Source: an optimization exercise on an open RTL-to-GDS flow (aim: small area, a short achievable clock period and few clock cycles per item). Production flows keep margins and buffers that such runs may drop.
RTL that was checked went through simulation tests only; none was proved equivalent to the original.
No activity file was given, so power comes from the tool's default toggle rates.

==> flow/design.v (excerpt) <==
module message_field_filter_core
(
    input  logic        clk,
    input  logic        rst_n,
    input  logic        cfg_we,
    input  logic [2:0]  cfg_index,
    input  logic [63:0] cfg_data,
    input  logic        in_valid,
    output logic        in_stall,
    input  logic [7:0]  data_byte,
    input  logic        last_byte,
    output logic        out_valid,
    input  logic        out_stall,
    output logic        matched,
    output logic [15:0] slice_start,
    output logic [15:0] slice_length,
    output logic [15:0] message_size,
    output logic        size_overflow
);
    logic [1:0]  c_mode;
    logic [15:0] c_req;
    logic [15:0] c_off;
    logic [3:0]  c_cnt;
    logic [63:0] c_tmpl;
    logic [31:0] c_rstart;
    logic [31:0] c_rwidth;
    logic [15:0] c_slice;
    always_ff @(posedge clk)
    begin
        if (cfg_we)
        begin
            case (cfg_index)
                3'd0: c_mode   <= cfg_data[1:0];
                3'd1: c_req    <= cfg_data[15:0];
                3'd2: c_off    <= cfg_data[15:0];
                3'd3: c_cnt    <= cfg_data[3:0];
                3'd4: c_tmpl   <= cfg_data;
                3'd5: c_rstart <= cfg_data[31:0];
                3'd6: c_rwidth <= cfg_data[31:0];
                default: c_slice <= cfg_data[15:0];
            endcase
        end
    end
    logic is_tmpl, is_range, is_slice;
    assign is_tmpl  = (c_mode == 2'd0);
    assign is_range = (c_mode == 2'd1);
    assign is_slice = (c_mode == 2'd2);
    logic [7:0] nmask, mlast;
    always_comb
    begin
        for (int j = 0; j < 8; j++)
        begin
            nmask[j] = c_cnt[3] || (3'(j) < c_cnt[2:0]);
            mlast[j] = is_range ? (j == 3)
                     : c_cnt[3] ? (j == 7)
                     :            (3'(j + 1) == c_cnt[2:0]);
  ...
Size: ~920 cells after synthesis, roughly 310 flip-flops, roughly 130 I/O pins, roughly 13000 um2 of cells after synthesis.
clock: 8.5 ns
lec_check: 0
cap_margin: 20
core_margin: 2
core_utilization: 55
cts_cluster_diameter: 80
cts_cluster_size: 24
slew_margin: 20
standard.sh (not shown) runs the stock make flow with config.mk's settings and CLKGATE_MAP_FILE= SYNTH_SCRIPT=/design/flow/synth_recipe.tcl, a recipe that flattens the netlist after the stock synthesis.
==> flow/flow/run.sh <==
#!/bin/bash
set -euo pipefail
export BUFFER_PORTS_ARGS="-buffer_cell sky130_fd_sc_hd__buf_1"
export SETUP_SLACK_MARGIN=5.6
bash standard.sh > flow_make.log 2>&1
The baseline finished with timing, DRC and antenna clean.
Rerun with:
==> flow/flow/run.sh (replaced) <==
#!/bin/bash
set -euo pipefail
export BUFFER_PORTS_ARGS="-buffer_cell sky130_fd_sc_hd__buf_2"
export SETUP_SLACK_MARGIN=5.6
bash standard.sh > flow_make.log 2>&1
CORE_UTILIZATION = 40   (was 55)
What happened: Die area is higher by 36%. Setup slack improved by 99 ps. Sequential share of layout area fell by 0.77 points. Wire length is about the same. Clock-buffer cell count increases by 2. Combinational power is lower by 9.2%. Flip-flop and latch count stays the same. Clock power rose by 6.4%. Global-route usage came out lower by 6.6 points.
No run of this note included a check of the RTL's function; only the layout flow was run.

* * *

Another version of the RTL of message_field_filter_core (not shown whole).
Size: ~870 cells after synthesis, roughly 280 flip-flops.
Settings: LEC_CHECK=0, CAP_MARGIN=20, CORE_MARGIN=2, CORE_UTILIZATION=40, SETUP_SLACK_MARGIN=5, SLEW_MARGIN=20; clock period 8.5 ns.
==> flow/flow/run.sh <==
#!/bin/bash
set -euo pipefail
export BUFFER_PORTS_ARGS="-buffer_cell sky130_fd_sc_hd__buf_2"
bash standard.sh > flow_make.log 2>&1
Testbench counts at the start, summed over its fixed seeds: cycles 31,637, items 2,400.
Then changed:
--- a/flow/flow/run.sh
+++ b/flow/flow/run.sh
@@ -3,0 +4 @@
+export SETUP_SLACK_MARGIN=6
- SETUP_SLACK_MARGIN: 5 -> not set
Outcome: Total power climbs by 1.5%; design area rises by 2.4%; core utilization grows by 1.1 points; wire length grows by 3.7%; flip-flop and latch count stays the same; clock-buffer cell count is unchanged.

* * *

The RTL this note starts from:
==> flow/design.v <==
`timescale 1ns / 1ps
module mff_prefix #(parameter int N = 8)
(
    input  logic [N-1:0] g,
    input  logic [N-1:0] p,
    input  logic         cin,
    output logic [N:0]   c
);
    logic [N-1:0] gg;
    logic [N-1:0] pp;
    always_comb
    begin
        gg = g;
        pp = p;
        gg[0] = g[0] | (p[0] & cin);
        for (int l = 0; (1 << l) < N; l++)
        begin
            for (int i = 0; i < N; i++)
            begin
                if (((i >> l) & 1) == 1)
                begin
                    gg[i] = gg[i] | (pp[i] & gg[((i >> l) << l) - 1]);
                    pp[i] = pp[i] & pp[((i >> l) << l) - 1];
                end
            end
        end
        c = {gg, cin};
    end
endmodule
`timescale 1ns / 1ps
module message_field_filter_core
(
    input  logic        clk,
    input  logic        rst_n,
    input  logic        cfg_we,
    input  logic [2:0]  cfg_index,
    input  logic [63:0] cfg_data,
    input  logic        in_valid,
    output logic        in_stall,
    input  logic [7:0]  data_byte,
    input  logic        last_byte,
    output logic        out_valid,
    input  logic        out_stall,
    output logic        matched,
    output logic [15:0] slice_start,
    output logic [15:0] slice_length,
    output logic [15:0] message_size,
    output logic        size_overflow
);
    logic [1:0]  c_mode;
    logic [15:0] c_req;
    logic [15:0] c_off;
    logic [3:0]  c_cnt;
    logic [63:0] c_tmpl;
    logic [31:0] c_rstart;
    logic [31:0] c_rwidth;
    logic [15:0] c_slice;
    always_ff @(posedge clk)
    begin
        if (cfg_we)
        begin
            case (cfg_index)
                3'd0: c_mode   <= cfg_data[1:0];
                3'd1: c_req    <= cfg_data[15:0];
                3'd2: c_off    <= cfg_data[15:0];
                3'd3: c_cnt    <= cfg_data[3:0];
                3'd4: c_tmpl   <= cfg_data;
                3'd5: c_rstart <= cfg_data[31:0];
                3'd6: c_rwidth <= cfg_data[31:0];
                default: c_slice <= cfg_data[15:0];
            endcase
        end
    end
    logic is_tmpl, is_range, is_slice;
    assign is_tmpl  = (c_mode == 2'd0);
    assign is_range = (c_mode == 2'd1);
    assign is_slice = (c_mode == 2'd2);
    logic [7:0] nmask, mlast;
    always_comb
    begin
        for (int j = 0; j < 8; j++)
        begin
            nmask[j] = c_cnt[3] || (3'(j) < c_cnt[2:0]);
            mlast[j] = is_range ? (j == 3)
                     : c_cnt[3] ? (j == 7)
                     :            (3'(j + 1) == c_cnt[2:0]);
        end
    end
    logic       in_valid_reg;
    logic [7:0] data_reg;
    logic       last_reg;
    logic        inmsg;      
    logic        done;       
    logic [15:0] size;
    logic        full_r;     
    logic        ovf;
    logic        flag;       
    logic        met;        
    logic        teq;        
    logic        b1;         
    logic        b2;         
    logic [8:0]  pos;        
    logic [3:0]  rpos;       
    logic        pos0_n;     
    logic        rpos0_n;    
    logic [8:1]  pos_hi;
    logic [3:1]  rpos_hi;
    logic        o_matched;
    logic [15:0] o_size;
    logic        o_ovf;
    logic [15:0] o_start;
    logic [15:0] o_len;
    logic        stall_r;
    logic push, fire, adv, full;
    assign push     = done && !out_valid;
    assign fire     = in_valid_reg && (!done || push);
    assign full     = inmsg && full_r;
    assign adv      = fire && !full;
    assign in_stall = stall_r;
    logic in_valid_reg_n, done_n, out_valid_n;
    assign in_valid_reg_n = in_valid || stall_r;
    assign done_n         = (fire && last_reg) || (done && !push);
    assign out_valid_n    = push || (out_valid && out_stall);
    always_ff @(posedge clk or negedge rst_n)
    begin
        if (!rst_n)
        begin
            in_valid_reg <= 1'b0;
            done         <= 1'b0;
            out_valid    <= 1'b0;
            stall_r      <= 1'b0;
        end
        else
        begin
            in_valid_reg <= in_valid_reg_n;
            done         <= done_n;
            out_valid    <= out_valid_n;
            stall_r      <= in_valid_reg_n && done_n && out_valid_n;
        end
    end
    always_ff @(posedge clk)
    begin
        if (!stall_r)
        begin
            data_reg <= data_byte;
            last_reg <= last_byte;
        end
    end
    logic [15:0] size_inc;
    logic [15:0] cnt_next;
    logic [16:0] inc_c;
    mff_prefix #(.N(16)) u_inc (
        .g   (16'd0),
        .p   (size),
        .cin (1'b1),
        .c   (inc_c)
    );
    assign size_inc = size ^ inc_c[15:0];
    assign cnt_next = inmsg ? size_inc : 16'd1;
    logic [16:0] ncnt, oa, sa, sb, ssum, scar;
    logic        eq_off, eq_sum, eq_t;
    assign ncnt   = ~{1'b0, (inmsg ? size : 16'd0)};
    assign oa     = {1'b0, c_off};
    assign eq_off = ((oa ^ ncnt) == {(oa[15:0] | ncnt[15:0]), 1'b0});
    assign sa     = {1'b0, c_slice};
    assign ssum   = oa ^ sa ^ ncnt;
    assign scar   = {(oa[15:0] & sa[15:0]) | (oa[15:0] & ncnt[15:0]) | (sa[15:0] & ncnt[15:0]), 1'b0};
    assign sb     = {(ssum[15:0] | scar[15:0]), 1'b0};
    assign eq_sum = ((ssum ^ scar) == sb);
    always_ff @(posedge clk)
        if (adv)
            eq_t <= is_slice ? eq_sum : eq_off;
    logic t_zero;
    always_ff @(posedge clk)
        t_zero <= (c_off == 16'd0) && (!is_slice || c_slice == 16'd0);
    logic flag_cur, met_cur, teq_cur, win;
    assign pos  = {pos_hi, !pos0_n};
    assign rpos = {rpos_hi, !rpos0_n};
    assign flag_cur = inmsg ? (flag || eq_t) : t_zero;
    assign met_cur  = inmsg && met;
    assign teq_cur  = !inmsg || teq;
    assign win      = flag_cur && !pos[8];
    logic        t_win, r_win;
    logic [7:0]  t_byte, nrs_byte, nrw_byte;    
    always_comb
    begin
        t_byte  = '0;
        for (int j = 0; j < 8; j++)
            t_byte = t_byte | ({8{pos[j]}} & c_tmpl[8*j +: 8]);
    end
    logic [3:0] rpos_n;
    logic       r_shift, r_start;
    logic [7:0] rs_nxt, rw_nxt;
    assign r_shift = adv && win && is_range;
    assign r_start = !inmsg || (fire && last_reg);
    assign rpos_n  = (fire && last_reg) ? 4'b0001
                   : r_shift            ? {rpos[2:0], 1'b0}
                   :                      rpos;
    always_comb
    begin
        rs_nxt = '0;
        rw_nxt = '0;
        for (int j = 0; j < 3; j++)
        begin
            rs_nxt = rs_nxt | ({8{rpos[j]}} & c_rstart[8*(j+1) +: 8]);
            rw_nxt = rw_nxt | ({8{rpos[j]}} & c_rwidth[8*(j+1) +: 8]);
        end
    end
    always_ff @(posedge clk)
    begin
        if (r_shift && !last_reg)
        begin
            nrs_byte <= ~rs_nxt;
            nrw_byte <= ~rw_nxt;
        end
        else if (r_start)
        begin
            nrs_byte <= ~c_rstart[7:0];
            nrw_byte <= ~c_rwidth[7:0];
        end
    end
    assign t_win = is_tmpl && win && (|(pos[7:0] & nmask));
    assign r_win = is_range && win && (|rpos);
    logic       b1_in, b2_in, b1_new, b2_new;
    logic [8:0] c1;
    assign b1_in = !rpos[0] && b1;
    assign b2_in = !rpos[0] && b2;
    mff_prefix #(.N(8)) u_b1 (
        .g   (data_reg & nrs_byte),
        .p   (data_reg | nrs_byte),
        .cin (!b1_in),
        .c   (c1)
    );
    assign b1_new = !c1[8];
    logic [7:0] s3, k3;
    logic [8:0] y3;
    logic [8:0] c3;
    assign s3 = data_reg ^ nrs_byte ^ nrw_byte;
    assign k3 = (data_reg & nrs_byte) | (data_reg & nrw_byte) | (nrs_byte & nrw_byte);
    assign y3 = {k3, !b1_in};
    mff_prefix #(.N(8)) u_b2 (
        .g   (s3 & y3[7:0]),
        .p   (s3 | y3[7:0]),
        .cin (!b2_in),
        .c   (c3)
    );
    assign b2_new = b1_new ? !(y3[8] | c3[8]) : !(y3[8] & c3[8]);
    assign b2_eff = b2;
    always_ff @(posedge clk)
        if (adv && r_win)
        begin
            b1 <= b1_new;
            b2 <= b2_new;
        end
    always_ff @(posedge clk or negedge rst_n)
    begin
        if (!rst_n)
        begin
            inmsg <= 1'b0;
            pos0_n  <= 1'b0;
            pos_hi  <= '0;
            rpos0_n <= 1'b0;
            rpos_hi <= '0;
        end
        else
        begin
            rpos0_n <= !rpos_n[0];
            rpos_hi <= rpos_n[3:1];
            if (fire)
                inmsg <= !last_reg;
            if (fire && last_reg)
            begin
                pos0_n  <= 1'b0;
                pos_hi  <= '0;
            end
            else if (adv && win)
            begin
                pos0_n <= 1'b1;
                pos_hi <= pos[7:0];
            end
        end
    end
    always_ff @(posedge clk)
    begin
        if (fire && full)
            ovf <= 1'b1;
        if (adv)
        begin
            size   <= cnt_next;
            full_r <= inmsg && (&size[15:1]) && !size[0];
            ovf    <= inmsg && ovf;
            flag   <= flag_cur;
            met    <= met_cur || (win && (|(pos[7:0] & mlast)));
            teq    <= teq_cur && !(t_win && (t_byte != data_reg));
        end
    end
    logic ok_len, ok_mode, b2_eff, flag_end;
    assign flag_end = flag || eq_t;
    assign ok_len = (c_req == 16'd0) || (size == c_req);
    always_comb
    begin
        case (c_mode)
            2'd0:    ok_mode = teq && ((c_cnt == 4'd0) ? flag_end : met);
            2'd1:    ok_mode = b2_eff && met;
            2'd2:    ok_mode = flag_end;
            default: ok_mode = 1'b0;
        endcase
    end
    always_ff @(posedge clk)
    begin
        if (push)
        begin
            o_matched <= !ovf && ok_len && ok_mode;
            o_size    <= size;
            o_ovf     <= ovf;
            o_len     <= is_slice ? c_slice : size;
        end
    end
    always_ff @(posedge clk)
        o_start <= is_slice ? c_off : 16'd0;
    assign matched       = o_matched;
    assign message_size  = o_size;
    assign size_overflow = o_ovf;
    assign slice_start   = o_start;
    assign slice_length  = o_len;
endmodule
Settings: LEC_CHECK=0, CAP_MARGIN=20, CORE_MARGIN=2, CORE_UTILIZATION=50, CTS_CLUSTER_DIAMETER=80, CTS_CLUSTER_SIZE=24, SLEW_MARGIN=20; clock period 8.5 ns.
==> flow/flow/run.sh <==
#!/bin/bash
set -euo pipefail
export BUFFER_PORTS_ARGS="-buffer_cell sky130_fd_sc_hd__buf_1"
export SETUP_SLACK_MARGIN=5.8
bash standard.sh > flow_make.log 2>&1
The baseline passed the timing, DRC and antenna checks.
Testbench counts at the start, summed over its fixed seeds: cycles 31,637, items 2,400.
==> next run, changes <==
==> flow/flow/run.sh (replaced) <==
#!/bin/bash
set -euo pipefail
export BUFFER_PORTS_ARGS="-buffer_cell sky130_fd_sc_hd__buf_2"
export SETUP_SLACK_MARGIN=5.74
bash standard.sh > flow_make.log 2>&1
--- a/flow/config.mk
+++ b/flow/config.mk
@@ -9,3 +9,3 @@
 export CORE_MARGIN = 2
-export CORE_UTILIZATION = 50
+export CORE_UTILIZATION = 40
 export CTS_CLUSTER_DIAMETER = 80
Result: The changed run went through all stages and came out clean. First-iteration DRC count fell by 14%. Design area rose by 1.9%. Via count rose by 0.92%. Total power rose by 1.2%. Worst hold slack stays flat. Non-clock buffer count is unchanged. Wire length rose by 1.6%. Synthesized area does not change. Combinational power fell by about 1%.
==> next run, changes <==
==> flow/flow/run.sh (replaced) <==
#!/bin/bash
set -euo pipefail
export BUFFER_PORTS_ARGS="-buffer_cell sky130_fd_sc_hd__buf_2"
export SETUP_SLACK_MARGIN=5.8
bash standard.sh > flow_make.log 2>&1
--- a/flow/config.mk
+++ b/flow/config.mk
@@ -9,3 +9,3 @@
 export CORE_MARGIN = 2
-export CORE_UTILIZATION = 40
+export CORE_UTILIZATION = 50
 export CTS_CLUSTER_DIAMETER = 80
The changed run finished with timing, DRC and antenna clean.
Design area went down slightly.
Worst hold slack hardly moves.
Total power went down slightly.
Worst setup slack gets better by 0.013 ns.
Fmax went up slightly.
==> next run, changes <==
--- a/flow/config.mk
+++ b/flow/config.mk
@@ -9,3 +9,3 @@
 export CORE_MARGIN = 2
-export CORE_UTILIZATION = 50
+export CORE_UTILIZATION = 40
 export CTS_CLUSTER_DIAMETER = 80
Effect: Global-route usage shrinks by 3.9 points; worst setup slack gets worse by 0.020 ns; via count grows slightly; cell area rises slightly.

* * *

// message_field_filter_core: RTL as listed in full above, without the edits since
export LEC_CHECK = 0
export CAP_MARGIN = 20
export CORE_MARGIN = 2
export CORE_UTILIZATION = 60
export CTS_CLUSTER_DIAMETER = 80
export CTS_CLUSTER_SIZE = 24
export SLEW_MARGIN = 20
create_clock -name core_clock -period 8.5 [get_ports {clk}]
==> flow/flow/run.sh <==
#!/bin/bash
set -euo pipefail
export BUFFER_PORTS_ARGS="-buffer_cell sky130_fd_sc_hd__buf_2"
export SETUP_SLACK_MARGIN=5.8
bash standard.sh > flow_make.log 2>&1
The first run produced a clean layout.
Testbench counts at the start, summed over its fixed seeds: cycles 31,637, items 2,400.
Edit:
==> flow/flow/run.sh (replaced) <==
#!/bin/bash
set -euo pipefail
export BUFFER_PORTS_ARGS="-buffer_cell sky130_fd_sc_hd__buf_1"
export SETUP_SLACK_MARGIN=5.8
bash standard.sh > flow_make.log 2>&1
--- a/flow/config.mk
+++ b/flow/config.mk
@@ -9,5 +9,6 @@
 export CORE_MARGIN = 2
-export CORE_UTILIZATION = 60
+export CORE_UTILIZATION = 50
 export CTS_CLUSTER_DIAMETER = 80
 export CTS_CLUSTER_SIZE = 24
+export GPL_TIMING_DRIVEN = 0
 export SLEW_MARGIN = 20
Sequential power goes down by a few percent.
Combinational power goes up by a few percent.
Flip-flop and latch count is unchanged.
Register-to-register slack got worse by 0.06 ns.
Via count decreases slightly.
Power came out lower slightly.
Area after synthesis does not change.
Hold slack gets worse by 0.067 ns.
Final area came out higher slightly.
Fmax increases slightly.
Cell count went up by a few percent.
Edit:
--- a/flow/config.mk
+++ b/flow/config.mk
@@ -10,5 +10,5 @@
 export CORE_UTILIZATION = 50
+export CTS_BUF_LIST = sky130_fd_sc_hd__clkbuf_8 sky130_fd_sc_hd__clkbuf_16
 export CTS_CLUSTER_DIAMETER = 80
 export CTS_CLUSTER_SIZE = 24
-export GPL_TIMING_DRIVEN = 0
 export SLEW_MARGIN = 20
=>
- The changed run ran to the end with no violations
- setup slack is worse by 0.0058 ns
- utilization falls by 1.1 points
- combinational power went down by 7.5%
Edit:
==> flow/flow/run.sh (replaced) <==
#!/bin/bash
set -euo pipefail
export BUFFER_PORTS_ARGS="-buffer_cell sky130_fd_sc_hd__buf_1"
export SETUP_SLACK_MARGIN=5.76
bash standard.sh > flow_make.log 2>&1
--- a/flow/config.mk
+++ b/flow/config.mk
@@ -10,3 +10,2 @@
 export CORE_UTILIZATION = 50
-export CTS_BUF_LIST = sky130_fd_sc_hd__clkbuf_8 sky130_fd_sc_hd__clkbuf_16
 export CTS_CLUSTER_DIAMETER = 80
Effect: Cell area went down by 0.36%. Clock skew is about the same. Fmax went down by 2.3%. Power drops by 0.51%.

==> static timing again, ports no longer ideal <==
No port has a modelled driver above. Below, the same layouts with a new extraction and two added sets of constraints.
Step 1 sets driving cells, clkbuf_16 on the clock port and buf_2 on the other inputs (assumed; they add their load-dependent delay and slew).
Step 2 moves the port delays by t, midway between the first and last clock arrival at a register: inputs arrive t later, outputs are due t later. That takes back most of the time a late clock gives input paths.
Slacks: ideal ports / drivers / drivers and shift; pairs: ideal ports / drivers.
run | t (ns) | setup WS [ns] | cell pins on the clock port's net
the first run of note 1 | 0.548 | 5.470 / 5.470 / 5.293 | 1
the second run of note 1 | 0.569 | 5.569 / 5.520 / 5.366 | 1
the first run of note 2 | 0.608 | 5.252 / 5.252 / 5.172 | 1
the second run of note 2 | 0.600 | 5.425 / 5.425 / 5.425 | 1
the first run of note 3 | 0.550 | 5.758 / 5.708 / 5.444 | 1
the second run of note 3 | 0.562 | 5.737 / 5.685 / 5.394 | 1
the third run of note 3 | 0.544 | 5.749 / 5.701 / 5.359 | 1
the fourth run of note 3 | 0.571 | 5.729 / 5.675 / 5.384 | 1
the first run of note 4 | 0.546 | 5.739 / 5.692 / 5.381 | 1
the second run of note 4 | 0.546 | 5.764 / 5.715 / 5.369 | 1
the third run of note 4 | 0.548 | 5.758 / 5.709 / 5.439 | 1
the fourth run of note 4 | 0.551 | 5.693 / 5.642 / 5.317 | 1
After both steps setup and hold are still met in every run listed. For the second run of note 4, which loses most, drivers alone change the setup slack by -0.049 ns; drivers and shift together by -0.395 ns.
